From an optimization exercise on the open Yosys and OpenROAD flow, aimed at small area, a short achievable clock period and few clock cycles per item; shortcuts taken in it are not production practice.
Where RTL was checked, it was by simulation tests only, not by an equivalence proof against the original.
Power and IR drop assume default switching activity.

## alpha
## xbus_filter
module xbus_filter (
    input  logic        clk,
    input  logic        arst_n,
    input  logic [65:0] in_pkt,
    input  logic [7:0]  pad_value,
    output logic        vec_wr_en,
    output logic [15:0] vec_din,
    input  logic        vec_full,
    output logic        cache_full
);
    logic [1:0]  tag;
    logic        is_head;
    logic        is_body;
    logic [15:0] hx;
    logic [15:0] hy;
    assign tag = in_pkt[65:64];
    assign is_head = tag == 2'd1;
    assign is_body = tag == 2'd2;
    assign hx = in_pkt[15:0];
    assign hy = in_pkt[31:16];
    logic       x_lo;
    logic       x_hi;
    logic       y_lo;
    logic       y_hi;
    logic [7:0] ex;
    logic [7:0] ey;
    assign x_lo = hx[15:3] == '0;
    assign x_hi = hx == 16'hffff;
    assign y_lo = hy[15:3] == '0;
    assign y_hi = hy == 16'hffff;
    always_comb begin
        ex[0] = x_hi;
        ey[0] = y_hi;
        for (int i = 1; i < 8; i++) begin
            ex[i] = x_lo && hx[2:0] == 3'(i - 1);
            ey[i] = y_lo && hy[2:0] == 3'(i - 1);
        end
    end
    logic [5:0] h_colmask;
    logic [5:0] h_rowmask;
    always_comb begin
        for (int c = 0; c < 6; c++) begin
            h_colmask[c] = ex[c] | ex[c + 1] | ex[c + 2];
            h_rowmask[c] = ey[c] | ey[c + 1] | ey[c + 2];
        end
    end
    logic [2:0] h_cv;
    logic [2:0] h_rv;
    always_comb begin
        for (int k = 0; k < 3; k++) begin
            h_cv[k] = 1'b0;
            h_rv[k] = 1'b0;
  ...
Size: ~780 cells after synthesis, ~230 flip-flops, ~95 I/O pins, about 9700 µm² of cells after synthesis.
Settings: LEC_CHECK=0, CAP_MARGIN=20, CORE_MARGIN=2, CORE_UTILIZATION=40, CTS_BUF_LIST=sky130_fd_sc_hd__clkbuf_4, CTS_CLUSTER_DIAMETER=60, CTS_CLUSTER_SIZE=30, SETUP_SLACK_MARGIN=2.5, SLEW_MARGIN=20; clock period 4.5 ns.
standard.sh (not shown) runs the stock make flow with config.mk's settings and CLKGATE_MAP_FILE= SYNTH_SCRIPT=/design/flow/synth_recipe.tcl, a recipe that flattens the netlist after the stock synthesis.
==> flow/flow/run.sh <==
#!/bin/bash
# Standard ORFS layout with two changes: the port buffers start as buf_1
# (the resizer still upsizes the ones on critical paths) and CTS inserts no
# dummy loads. Each tool's output goes to its own log in the work folder.
set -euo pipefail
bash standard.sh \
  'BUFFER_PORTS_ARGS=-buffer_cell sky130_fd_sc_hd__buf_1' \
  'CTS_ARGS=-sink_clustering_enable -repair_clock_nets -dont_use_dummy_load -buf_list sky130_fd_sc_hd__clkbuf_4' \
  MATCH_CELL_FOOTPRINT=0 \
  finish > make_finish.log 2>&1
Testbench counts of alpha, summed over its fixed seeds: cycles 4,179, windows 384.
Inputs modified between alpha and beta:
- removing CTS_CLUSTER_DIAMETER (formerly 60)
- removing CTS_CLUSTER_SIZE (formerly 30)
- changing CORE_UTILIZATION from 40 to 60
==> summary.txt <==
Cmp beta vs alpha: number of global-route vias before repair higher in beta
Compared with alpha, in beta vertical die dimension now smaller; clock buffer count from CTS shrank by about 1.7%; hold slack shows a reduction of 0.037 ns.
Compared with alpha, beta shows a lower finished layout cell area.
A worst setup path startpoint of cache_full$_DFF_PN0_ is what alpha shows, while lane0[0]$_DFFE_PP_ belongs to beta.
Comparing alpha and beta, growth of design area from synthesis to finish is lower on beta.
Compared with alpha, beta shows a higher power dissipated by switching net loads.
Compared with alpha, beta shows placer's final routability congestion estimate higher by 7.8%.
beta vs alpha — cell row count dropped by more than 10%
Input-level comparison between gamma and beta:
- swapping 60 for 40 in CORE_UTILIZATION
- swapping 2.5 for 3.0 in SETUP_SLACK_MARGIN
Findings:
- | maximum fanout along the worst path | lower: gamma |
- In the reports for beta and gamma, the smaller overall die area belongs to beta.
- gamma: areal power density over the cells is 1.1% lower than what beta reported.
- STATUS total wirelength of the detailed-routed design: gamma loses against beta
- In gamma, power after layout is higher than in beta.
- gamma vs. beta: wire length on met2 went up by 11%.
- beta vs gamma, worst setup path startpoint: lane0[0]$_DFFE_PP_ vs cache_full$_DFF_PN0_
Inputs modified between gamma and delta:
- changing SETUP_SLACK_MARGIN from 3.0 to 2.5
==> summary.txt <==
delta: PASS, flow complete, no timing, DRC or antenna violations
Final cell area: delta below gamma
delta: final worst-path cycle share 0.27 points below gamma
delta — met1 global-route usage 1.8 points lower, gamma as reference
Cmp delta vs gamma: total power lower in delta

---

north:
xbus_filter, a different RTL version from the one above (not shown whole).
Size: roughly 95 I/O pins, roughly 11,000 µm² of cells after synthesis.
export LEC_CHECK = 0
export CAP_MARGIN = 20
export CORE_MARGIN = 2
export CORE_UTILIZATION = 40
export SETUP_SLACK_MARGIN = 2.3
export SLEW_MARGIN = 20
create_clock -name core_clock -period 4.5 [get_ports {clk}]
run.sh (not shown) runs the stock make flow with config.mk's settings and CLKGATE_MAP_FILE= SYNTH_SCRIPT=/design/flow/synth_recipe.tcl, a recipe that flattens the netlist after the stock synthesis.
Stock flow here: none of the scripts above is used.
north closes out successfully: all stages finished, all timing, DRC and antenna checks passed.
[inputs] south vs north
Settings: SETUP_SLACK_MARGIN removed (was 2.3).
==> comparison <==
south completed every stage of the flow, and the final layout passed the timing, design-rule and antenna checks. south: sequential share of layout area higher than north. Looking at routed length on met1, south sits 10% below north. Relative to north, routed wire length decreased by about 8% in south. south vs north — filler-free cell count of the finished design dropped by a few percent. The fraction of power spent switching nets of south exceeds that of north by 0.24 points.
No run of this note included a check of the RTL's function; only the layout flow was run.

---

Setup of job 7675:
Another version of the RTL of xbus_filter (not shown whole).
Size in the first run: roughly 220 flip-flops, about 95 I/O pins.
clock: 4.5 ns
lec_check: 0
cap_margin: 20
core_margin: 2
core_utilization: 40
cts_buf_list: sky130_fd_sc_hd__clkbuf_4
setup_slack_margin: 2.5
slew_margin: 20
standard.sh (not shown) runs the stock make flow with config.mk's settings and CLKGATE_MAP_FILE= SYNTH_SCRIPT=/design/flow/synth_recipe.tcl, a recipe that flattens the netlist after the stock synthesis.
Scripts as last shown in full above: flow/flow/run.sh
Relative to job 7675, the following input files were edited for job 894:
- clearing CTS_BUF_LIST, which used to be sky130_fd_sc_hd__clkbuf_4
==> flow/flow/run.sh <==
#!/bin/bash
# Standard ORFS layout with two changes: the port buffers start as buf_1
# (the resizer still upsizes the ones on critical paths) and CTS uses its own
# clustering and inserts no dummy loads. Each tool's output goes to its own
# log in the work folder.
set -euo pipefail
bash standard.sh \
  'BUFFER_PORTS_ARGS=-buffer_cell sky130_fd_sc_hd__buf_1' \
  'CTS_ARGS=-sink_clustering_enable -repair_clock_nets -dont_use_dummy_load -buf_list {sky130_fd_sc_hd__clkbuf_4 sky130_fd_sc_hd__clkbuf_8} -sink_clustering_size 12 -sink_clustering_max_diameter 50' \
  MATCH_CELL_FOOTPRINT=0 \
  finish > make_finish.log 2>&1
Number of nets in the final layout is higher on job 7675
Share of the core filled with cells in the final layout was higher in job 7675 than in job 894.
Going from job 7675 to job 894, total clock network power shrinks by about 6%.
The power in sequential cells was comparable across job 894 and job 7675.
In summary, job 894 completed successfully, with a layout that passed the timing, design-rule and antenna checks.
Input changes introduced in job 5995 (baseline for comparison: job 894):
diff --git a/flow/flow/run.sh b/flow/flow/run.sh
--- a/flow/flow/run.sh
+++ b/flow/flow/run.sh
@@ -7,5 +7,5 @@
 bash standard.sh \
   'BUFFER_PORTS_ARGS=-buffer_cell sky130_fd_sc_hd__buf_1' \
-  'CTS_ARGS=-sink_clustering_enable -repair_clock_nets -dont_use_dummy_load -buf_list {sky130_fd_sc_hd__clkbuf_4 sky130_fd_sc_hd__clkbuf_8} -sink_clustering_size 12 -sink_clustering_max_diameter 50' \
+  'CTS_ARGS=-sink_clustering_enable -repair_clock_nets -dont_use_dummy_load -buf_list sky130_fd_sc_hd__clkbuf_16 -sink_clustering_size 30 -sink_clustering_max_diameter 100' \
   MATCH_CELL_FOOTPRINT=0 \
   finish > make_finish.log 2>&1
[summary]
- The final layouts of job 894 and job 5995 pass the timing, design-rule and antenna checks.
- Looking at job 894 and job 5995, the power is a wash.
- Taking job 894 as the reference, in job 5995 net switching power of the design rose 0.000013 W; hold slack rose 0.064 ns; clock network power fell about 10%; met1 track demand over resource in global routing rose 0.22 points; peak supply drop rose about 15%.
- The critical path depth in cells number comes out higher for job 5995 vs job 894.
Setup changes, job 5995 to job 2614
- SETUP_SLACK_MARGIN: 2.5 -> 2.4
diff --git a/flow/flow/run.sh b/flow/flow/run.sh
--- a/flow/flow/run.sh
+++ b/flow/flow/run.sh
@@ -7,5 +7,5 @@
 bash standard.sh \
   'BUFFER_PORTS_ARGS=-buffer_cell sky130_fd_sc_hd__buf_1' \
-  'CTS_ARGS=-sink_clustering_enable -repair_clock_nets -dont_use_dummy_load -buf_list sky130_fd_sc_hd__clkbuf_16 -sink_clustering_size 30 -sink_clustering_max_diameter 100' \
+  'CTS_ARGS=-sink_clustering_enable -repair_clock_nets -dont_use_dummy_load -buf_list sky130_fd_sc_hd__clkbuf_8 -sink_clustering_size 16 -sink_clustering_max_diameter 60' \
   MATCH_CELL_FOOTPRINT=0 \
   finish > make_finish.log 2>&1
## What came out
Job 2614 did not stop at any stage, and its layout met the timing, design-rule and antenna checks.
Worst hold slack is lower on job 2614
Job 2614 against job 5995; number of buffers other than clock buffers in the final layout is down by more than 10%.
As of job 2614, number of global-route vias before repair had fallen by a few percent compared to job 5995.
First element of the critical path: lane0[1]$_DFFE_PP_ -> job 5995, lane0[0]$_DFFE_PP_ -> job 2614
Sort job 5995 and job 2614 by buffer count from post-CTS setup fixing, ascending, and job 2614 comes first.
| final antenna diode count | job 2614 vs job 5995 | ≈ equal |
Higher area growth from synthesis to final layout was reported by job 5995, not job 2614.
Changes observed in job 2614 relative to job 5995: global-route usage went down 0.41 points, total power went down 3.5%.
No functional check of the RTL was part of any run of this note.

---

xbus_filter, a different RTL version from the one above (not shown whole).
Size in the first run: roughly 790 cells after synthesis, about 230 flip-flops, ~95 I/O pins.
clock: 4.5 ns
lec_check: 0
cap_margin: 20
core_margin: 2
core_utilization: 40
cts_buf_list: sky130_fd_sc_hd__clkbuf_4
setup_slack_margin: 2.5
slew_margin: 20
==> flow/flow/run.sh <==
#!/bin/bash
# Standard ORFS layout with two changes: the port buffers start as buf_1
# (the resizer still upsizes the ones on critical paths) and CTS inserts no
# dummy loads. Each tool's output goes to its own log in the work folder.
set -euo pipefail
bash standard.sh \
  'BUFFER_PORTS_ARGS=-buffer_cell sky130_fd_sc_hd__buf_1' \
  'CTS_ARGS=-sink_clustering_enable -repair_clock_nets -dont_use_dummy_load -buf_list sky130_fd_sc_hd__clkbuf_4' \
  finish > make_finish.log 2>&1
Testbench counts at the start, summed over its fixed seeds: cycles 4,179, windows 384.
Rerun with:
--- a/flow/flow/run.sh
+++ b/flow/flow/run.sh
@@ -8,0 +9 @@
+  MATCH_CELL_FOOTPRINT=0 \
The new run went through all stages and came out clean.
Final area shrinks by 0.59%.
Total power fell by 1.5%.
Wire length is about the same.
Setup slack gets better by 0.042 ns.
Register-to-register slack improved by 0.04 ns.
Clock power barely changes.
Area after synthesis stays the same.
Non-clock buffer count decreases by 5.
First-iteration DRC count shrinks by 26%.

---

xenon:
Another version of the RTL of xbus_filter (not shown whole).
For scale: roughly 760 cells after synthesis, roughly 230 flip-flops, roughly 95 I/O pins, about 9700 um^2 of cells after synthesis.
==> flow/config.mk <==
export PLATFORM = sky130hd
export DESIGN_NAME = xbus_filter
export DESIGN_NICKNAME = xbus_filter
export VERILOG_FILES = /design/flow/design.v
export SDC_FILE = /design/flow/constraint.sdc
export NUM_CORES = 4
export LEC_CHECK = 0
export CAP_MARGIN = 20
export CORE_MARGIN = 2
export CORE_UTILIZATION = 40
export SETUP_SLACK_MARGIN = 2.5
export SLEW_MARGIN = 20
==> flow/constraint.sdc <==
create_clock -name core_clock -period 4.5 [get_ports {clk}]
set_input_delay 0.9000 -clock core_clock [delete_from_list [all_inputs] [get_ports {clk}]]
set_output_delay 0.9000 -clock core_clock [all_outputs]
set_load 0.01 [all_outputs]
==> flow/flow/run.sh <==
#!/bin/bash
# Standard ORFS layout with two changes: the port buffers start as buf_1
# (the resizer still upsizes the ones on critical paths) and CTS uses its own
# clustering and inserts no dummy loads. Each tool's output goes to its own
# log in the work folder.
set -euo pipefail
bash standard.sh \
  'BUFFER_PORTS_ARGS=-buffer_cell sky130_fd_sc_hd__buf_1' \
  'CTS_ARGS=-sink_clustering_enable -repair_clock_nets -dont_use_dummy_load -buf_list {sky130_fd_sc_hd__clkbuf_4 sky130_fd_sc_hd__clkbuf_8} -sink_clustering_size 12 -sink_clustering_max_diameter 50' \
  MATCH_CELL_FOOTPRINT=0 \
  finish > make_finish.log 2>&1
Testbench counts of xenon, summed over its fixed seeds: cycles 4,179, windows 384.
## Diff of input files: yarrow against xenon
# xenon
export LEC_CHECK = 0
export CAP_MARGIN = 20
export CORE_MARGIN = 2
export CORE_UTILIZATION = 40
export SETUP_SLACK_MARGIN = 2.5
export SLEW_MARGIN = 20
create_clock -name core_clock -period 4.5 [get_ports {clk}]
# yarrow
export LEC_CHECK = 0
export CAP_MARGIN = 20
export CORE_MARGIN = 2
export CORE_UTILIZATION = 50
export SETUP_SLACK_MARGIN = 2.5
export SLEW_MARGIN = 20
create_clock -name core_clock -period 4.5 [get_ports {clk}]
- Looking at type of the tightest min-delay check, the reg2reg result is from xenon; the in2async one comes from yarrow.
- Against xenon, yarrow comes in 0.34 points lower on share of final-layout standard cells stronger than drive strength 1.
- Arrival time of the worst setup path for yarrow is higher than for xenon.
- Comparing xenon and yarrow, fmax is higher on xenon.
- Of the two candidates, xenon has the worse finished layout cell area and yarrow the better one.
- Flop and latch count out of synthesis came out exactly the same in xenon and yarrow.
- [compare] base=xenon new=yarrow: total routing usage reported by global routing has increased; die width lost about 10%; clock-buffer cell count fell about 3.6%; final weighted congestion in routability-driven placement increased 12%.
- Going from xenon to yarrow, cell total after placement shrinks by 57.
Modified inputs, quartz compared to yarrow
# yarrow
export LEC_CHECK = 0
export CAP_MARGIN = 20
export CORE_MARGIN = 2
export CORE_UTILIZATION = 50
export SETUP_SLACK_MARGIN = 2.5
export SLEW_MARGIN = 20
create_clock -name core_clock -period 4.5 [get_ports {clk}]
# quartz
export LEC_CHECK = 0
export CAP_MARGIN = 20
export CORE_MARGIN = 2
export CORE_UTILIZATION = 40
export GPL_ROUTABILITY_DRIVEN = 0
export PLACE_DENSITY = 0.7
export SETUP_SLACK_MARGIN = 2.5
export SLEW_MARGIN = 20
create_clock -name core_clock -period 4.5 [get_ports {clk}]
-- flow/flow/run.sh --
<<< yarrow, line 9
  'CTS_ARGS=-sink_clustering_enable -repair_clock_nets -dont_use_dummy_load -buf_list {sky130_fd_sc_hd__clkbuf_4 sky130_fd_sc_hd__clkbuf_8} -sink_clustering_size 12 -sink_clustering_max_diameter 50' \
>>> quartz, line 9
  'CTS_ARGS=-sink_clustering_enable -repair_clock_nets -dont_use_dummy_load -buf_list sky130_fd_sc_hd__clkbuf_8 -sink_clustering_size 16 -sink_clustering_max_diameter 60' \
## What came out
Compared to yarrow, quartz was floorplanned on a bigger die. quartz vs yarrow, instance count: quartz higher. Taking yarrow as the reference, in quartz detailed-routed wire length on met3 picked up an extra 320 um; combinational power lower. Relative to yarrow, the wire length measured on quartz has decreased by a few percent. quartz ended up with reg2reg as its path category of the worst min-delay check; yarrow ended up with in2async. First-pass GRT wire length was lower in quartz than in yarrow. Going from yarrow to quartz, proportion of power drawn by flip-flops and latches grows by 1.8 points. Lower number of signal-net buffers in the layout goes to quartz over yarrow.
Relative to quartz, the following input files were edited for umber:
# quartz
export LEC_CHECK = 0
export CAP_MARGIN = 20
export CORE_MARGIN = 2
export CORE_UTILIZATION = 40
export GPL_ROUTABILITY_DRIVEN = 0
export PLACE_DENSITY = 0.7
export SETUP_SLACK_MARGIN = 2.5
export SLEW_MARGIN = 20
create_clock -name core_clock -period 4.5 [get_ports {clk}]
# umber
export LEC_CHECK = 0
export CAP_MARGIN = 20
export CORE_MARGIN = 2
export CORE_UTILIZATION = 40
export SETUP_SLACK_MARGIN = 2.5
export SLEW_MARGIN = 20
create_clock -name core_clock -period 4.5 [get_ports {clk}]
Notes after the runs:
Result: PASS for each of quartz and umber. Diff quartz -> umber: maximum vdd ir drop increased by 0.046 mV relative to the old numbers; period utilization increased by 0.59 points relative to the old numbers; layout-stage area growth over the synthesis result increased by 1.8 points relative to the old numbers; design area increased by 1.6% relative to the old numbers; final setup slack of the worst path decreased by 0.027 ns relative to the old numbers. The estimated power of umber ends up higher than the estimate for quartz. Against quartz as the reference, umber delivers a higher share of the core filled with cells. Between quartz and umber, the stage delay of the slowest cell on the critical path is higher for quartz. umber reports a lower placement-stage worst setup slack than quartz does. Compared to quartz, umber has worst hold slack after final layout 0.0056 ns lower. Post-CTS clock slew at the launch and capture registers of the worst setup and hold paths delta (umber -> quartz): insignificant.

static timing again, ports no longer ideal:
The flow's constraints put no driver on any port. The routed layouts listed below were extracted and timed again, unchanged, in two steps.
Step 1, drivers: a clkbuf_16 drives clk and a buf_2 each remaining input, both assumed.
Step 2 adds t to the input delays and takes it off the output delays; t is the mean of the earliest and latest rising clock arrival at the registers after step 1. Input paths then give back, and output paths get back, about the clock's delay inside the block.
Three values: ideal, step 1, step 2; two values: the first two.
run	t (ns)	slack for setup (ns)	worst setup path at the end	latest minus earliest clock arrival (ns)	slew at the worst register clock pin (ns)
alpha	0.685	2.409 / 2.365 / 1.826	input to register	0.099 / 0.098	0.07 / 0.07
beta	0.681	2.299 / 2.299 / 1.833	input to register	0.085 / 0.085	0.07 / 0.07
gamma	0.680	2.396 / 2.354 / 1.954	input to register	0.116 / 0.116	0.07 / 0.07
delta	0.685	2.409 / 2.365 / 1.826	input to register	0.099 / 0.098	0.07 / 0.07
north	0.573	1.503 / 1.503 / 1.127	input to register	0.008 / 0.008	0.06 / 0.06
south	0.575	1.131 / 1.131 / 0.826	input to register	0.014 / 0.014	0.06 / 0.06
job 7675	0.709	2.366 / 2.364 / 1.816	input to register	0.094 / 0.095	0.07 / 0.07
job 894	0.576	2.401 / 2.401 / 1.851	input to register	0.102 / 0.103	0.08 / 0.08
job 5995	0.518	2.299 / 2.299 / 1.946	input to register	0.029 / 0.029	0.12 / 0.12
job 2614	0.562	2.349 / 2.349 / 1.808	input to register	0.065 / 0.064	0.10 / 0.10
the first run of note 4	0.695	2.308 / 2.308 / 1.845	input to register	0.092 / 0.092	0.07 / 0.07
the second run of note 4	0.680	2.350 / 2.350 / 1.872	input to register	0.091 / 0.091	0.07 / 0.07
xenon	0.575	2.528 / 2.494 / 2.023	input to register	0.055 / 0.055	0.08 / 0.08
yarrow	0.571	2.485 / 2.503 / 1.932	input to register	0.050 / 0.050	0.09 / 0.09
quartz	0.557	2.531 / 2.490 / 1.998	input to register	0.062 / 0.062	0.11 / 0.11
umber	0.564	2.505 / 2.505 / 1.997	input to register	0.068 / 0.068	0.10 / 0.10
After both steps setup and hold are still met in every run listed.
